From an optimization exercise on the open Yosys and OpenROAD flow, aimed at small area, a short achievable clock period and few clock cycles per item; shortcuts taken in it are not production practice. Where RTL was checked, it was by simulation tests only, not by an equivalence proof against the original. Power figures rest on the tool's default switching activity, not on a simulated workload.

## risc14Exec
module risc14Exec
(
	input wire logic Clock_not,
	input wire logic rstN,
	input wire logic psel,
	input wire logic penable,
	input wire logic pwrite,
	input wire logic [8-1:0] paddr,
	input wire logic [32-1:0] pwdata,
	output logic [32-1:0] prdata,
	output logic pready,
	output logic pslverr
);
For scale: ~79 I/O pins, ~0.017 mm^2 of cells after synthesis.
clock: 7.5 ns
lec_check: 0
abc_area: 1
cap_margin: 20
core_margin: 2
core_utilization: 50
setup_slack_margin: 5.0
slew_margin: 20
tns_end_percent: 1
standard.sh (not shown) runs the stock make flow with config.mk's settings and CLKGATE_MAP_FILE= SYNTH_SCRIPT=/design/flow/synth_recipe.tcl, a recipe that flattens the netlist after the stock synthesis.
==> flow/flow/run.sh <==
#!/bin/bash
# Standard layout, with the port buffers made from plain buffers instead of
# the cell buffer_ports picks by default (often a delay cell).
set -e
cp standard.sh standard.sh.txt 2>/dev/null || true
export BUFFER_PORTS_ARGS="-buffer_cell sky130_fd_sc_hd__buf_4"
bash standard.sh > standard.log 2>&1
Testbench counts at the start, summed over its fixed seeds: cycles 19,530, transfers 9,600.
Rerun with:
==> flow/flow/run.sh (replaced) <==
#!/bin/bash
# Standard layout, with the port buffers made from plain buffers instead of
# the cell buffer_ports picks by default (often a delay cell), and power
# recovery (downsizing of gates off the critical paths) after global routing.
set -e
export BUFFER_PORTS_ARGS="-buffer_cell sky130_fd_sc_hd__buf_4"
export RECOVER_POWER=50
bash standard.sh > standard.log 2>&1
TNS_END_PERCENT = 5   (was 1)
What happened:
- Now the flow completed, yet does not pass: max-capacitance violations, max-slew violations
- area after synthesis does not change
- synthesized cell count stays the same
- core utilization decreases by 0.15 points
- via count grows by 0.48%
- hold slack is worse by 0.0045 ns
- clock skew hardly moves
- non-clock buffer count grows by 19
- combinational power climbs by about 2%
Rerun with:
==> flow/flow/run.sh (replaced) <==
#!/bin/bash
# Standard layout, with the port buffers made from plain buffers instead of
# the cell buffer_ports picks by default (often a delay cell).
set -e
cp standard.sh standard.sh.txt 2>/dev/null || true
export BUFFER_PORTS_ARGS="-buffer_cell sky130_fd_sc_hd__buf_4"
bash standard.sh > standard.log 2>&1
After rerunning: With this change the flow produced a clean layout; routed wire length is about the same; worst setup slack is better by 1.2 ns; via count goes up by 0.32%; cell count does not change; clock power barely changes; total power is higher by 0.32%; count of clock-buffer cells in the layout stays the same; sequential share of layout area shrinks by 0.32 points; die area does not change; first-iteration DRC count decreases by 5.6%.
Rerun with:
TNS_END_PERCENT = 20   (was 5)
Result:
- The new run went through all stages and came out clean
- power climbs by a few percent
- clock-buffer cell count drops by 2
- via count went up by a few percent
- area after synthesis stays the same
- wire length rose by a few percent
- die area is unchanged
- non-clock buffer count increases by 34
- worst setup slack hardly moves

* * *

== tundra ==
risc14Exec, a different RTL version from the one above (not shown whole).
For scale: ~2,100 cells after synthesis, ~290 flip-flops, roughly 79 I/O pins, ~18,000 µm² of cells after synthesis.
export LEC_CHECK = 0
export ABC_AREA = 1
export CAP_MARGIN = 20
export CORE_MARGIN = 2
export CORE_UTILIZATION = 50
export GPL_ROUTABILITY_DRIVEN = 0
export SETUP_SLACK_MARGIN = 5.0
export SLEW_MARGIN = 20
export TNS_END_PERCENT = 5
create_clock -name core_clock -period 7.5 [get_ports {Clock_not}]
==> flow/flow/run.sh <==
#!/bin/bash
# Standard layout, with the port buffers made from plain buffers instead of
# the cell buffer_ports picks by default (often a delay cell).
set -e
cp standard.sh standard.sh.txt 2>/dev/null || true
export BUFFER_PORTS_ARGS="-buffer_cell sky130_fd_sc_hd__buf_4"
bash standard.sh > standard.log 2>&1
tundra: full flow OK, the timing, DRC and antenna checks passed
Changes in willow relative to tundra:
Settings: GPL_ROUTABILITY_DRIVEN: 0 -> unset; SETUP_SLACK_MARGIN: 5.0 -> 4.7.
==> comparison <==
willow vs tundra — global-route usage over all layers rose 1.1 points.
Relative contribution of combinational cells to total power for willow: 0.9 points down relative to tundra
Wire length of the first global-routing pass came out higher on willow than on tundra.
met2 usage in global routing in willow is 1.8 points higher than in tundra
The combinational power was comparable across tundra and willow.
No functional check of the RTL was part of any run of this note.

* * *

== exp/quartz ==
Another version of the RTL of risc14Exec (not shown whole).
Size in the first run: roughly 280 flip-flops.
==> flow/config.mk <==
export PLATFORM = sky130hd
export DESIGN_NAME = risc14Exec
export DESIGN_NICKNAME = risc14Exec
export VERILOG_FILES = /design/flow/design.v
export SDC_FILE = /design/flow/constraint.sdc
export NUM_CORES = 4
export LEC_CHECK = 0
export ABC_AREA = 1
export CAP_MARGIN = 20
export CORE_MARGIN = 2
export CORE_UTILIZATION = 50
export SETUP_SLACK_MARGIN = 5.0
export SLEW_MARGIN = 20
==> flow/constraint.sdc <==
create_clock -name core_clock -period 7.5 [get_ports {Clock_not}]
set_input_delay 1.5000 -clock core_clock [delete_from_list [all_inputs] [get_ports {Clock_not}]]
set_output_delay 1.5000 -clock core_clock [all_outputs]
set_load 0.01 [all_outputs]
run.sh (not shown) runs the stock make flow with config.mk's settings and CLKGATE_MAP_FILE= SYNTH_SCRIPT=/design/flow/synth_recipe.tcl, a recipe that flattens the netlist after the stock synthesis.
Stock flow here: none of the scripts above is used.
Looking at the reports, exp/quartz completed the entire flow and the layout it produced met the timing, DRC and antenna checks.
The inputs of exp/violet differ from those of exp/quartz as listed below.
Settings: a change of SETUP_SLACK_MARGIN from 5.0 to 4.5.
Findings:
The higher fraction of layout instances using a drive strength above 1 of exp/violet and exp/quartz is in exp/quartz.
The final reports for exp/violet and exp/quartz show power lower in the former.
The highest metal layer used by the detailed router comes out met4 in one run and met5 in the other, namely in exp/violet and exp/quartz respectively.
Between exp/violet and exp/quartz, it is exp/violet whose final non-filler cell total is lower, by about 2.4%.
Setup slack on the worst flop-to-flop path was higher in exp/violet than in exp/quartz.
Growth of design area from synthesis to finish on exp/violet is down relative to exp/quartz.
Looking at endpoint of the worst setup timing path, the opB[3]$_DFF_P_ result is from exp/quartz; the opB[4]$_DFF_P_ one comes from exp/violet.
Relative to exp/quartz, maximum frequency decreased by about 3.3% in exp/violet.
Required time of the critical path: exp/quartz vs exp/violet — no meaningful difference
exp/violet vs. exp/quartz: via count now smaller; fraction of met2 tracks used by global routing saw a decrease; maximum cell stage delay along the critical path now smaller.
## Diff of input files: exp/cedar against exp/violet
==> flow/flow/run.sh (new file) <==
#!/bin/bash
# Standard layout, with the port buffers made from plain buffers instead of
# the cell buffer_ports picks by default (often a delay cell).
set -e
cp standard.sh standard.sh.txt 2>/dev/null || true
export BUFFER_PORTS_ARGS="-buffer_cell sky130_fd_sc_hd__buf_4"
bash standard.sh > standard.log 2>&1
==> flow/standard.sh (new file) <==
#!/bin/bash
# synth_recipe.tcl (not shown) runs the flow's synth.tcl, then flattens the netlist and writes it again
# the make line also repeats each setting of config.mk as NAME=value (left out here)
make -C /OpenROAD-flow-scripts/flow DESIGN_CONFIG=/design/flow/config.mk WORK_HOME=/design/flow/orfs CLKGATE_MAP_FILE= SYNTH_SCRIPT=/design/flow/synth_recipe.tcl "${@:-finish}"
removed: flow/run.sh
Notes after the runs:
From exp/violet to exp/cedar the numbers moved as follows: cell internal power dissipation -about 5%; post-synthesis adder-cell area fraction ~0 delta; timing-limited maximum frequency +1.5%.
Via count of the first global-routing pass of exp/cedar falls short of that of exp/violet by a few percent.
exp/cedar does better than exp/violet on summed area of non-filler cells in the final layout.
Worst hold slack essentially unchanged between exp/cedar and exp/violet.
Max sequential share of layout area across exp/violet and exp/cedar: exp/cedar
Looking only at power density of the placed cells, and setting everything else aside, the lower value of exp/violet and exp/cedar goes to exp/violet.
No functional check of the RTL was part of any run of this note.

==> port drivers added, routing unchanged <==
The results above use ideal ports. As a check the final layouts listed here were re-extracted and re-timed, cells and wires unchanged.
Step 1 sets driving cells, clkbuf_16 on the clock port and buf_2 on the other inputs (assumed; they add their load-dependent delay and slew).
Step 2 times the ports against the registers' clock, not the clock port: input delays grow and output delays shrink by t, the midpoint of the rising clock arrivals with the driver on.
Three values: ideal ports, drivers, drivers and shift; two values: the first two.
run	shift t [ns]	slack for setup (ns)	worst hold slack (ns)	cell pins on the clock port's net
the first run of note 1	0.623	4.528 / 4.528 / 3.976	0.502 / 0.502 / 0.502	1
the second run of note 1	0.636	3.361 / 3.384 / 2.748	0.497 / 0.497 / 0.497	1
the third run of note 1	0.637	4.540 / 4.542 / 3.933	0.492 / 0.492 / 0.492	1
the fourth run of note 1	0.619	4.543 / 4.508 / 4.000	0.496 / 0.496 / 0.496	1
tundra	0.612	4.474 / 4.464 / 3.852	0.465 / 0.465 / 0.465	1
willow	0.597	4.538 / 4.547 / 3.949	0.500 / 0.500 / 0.500	1
exp/quartz	0.607	4.261 / 4.275 / 3.668	0.517 / 0.517 / 0.517	1
exp/violet	0.631	4.150 / 4.159 / 3.528	0.520 / 0.520 / 0.520	1
exp/cedar	0.625	4.200 / 4.197 / 3.571	0.519 / 0.519 / 0.519	1
The setup slack of exp/cedar, which loses most, moves by -0.003 ns with the drivers and by -0.629 ns with both steps.
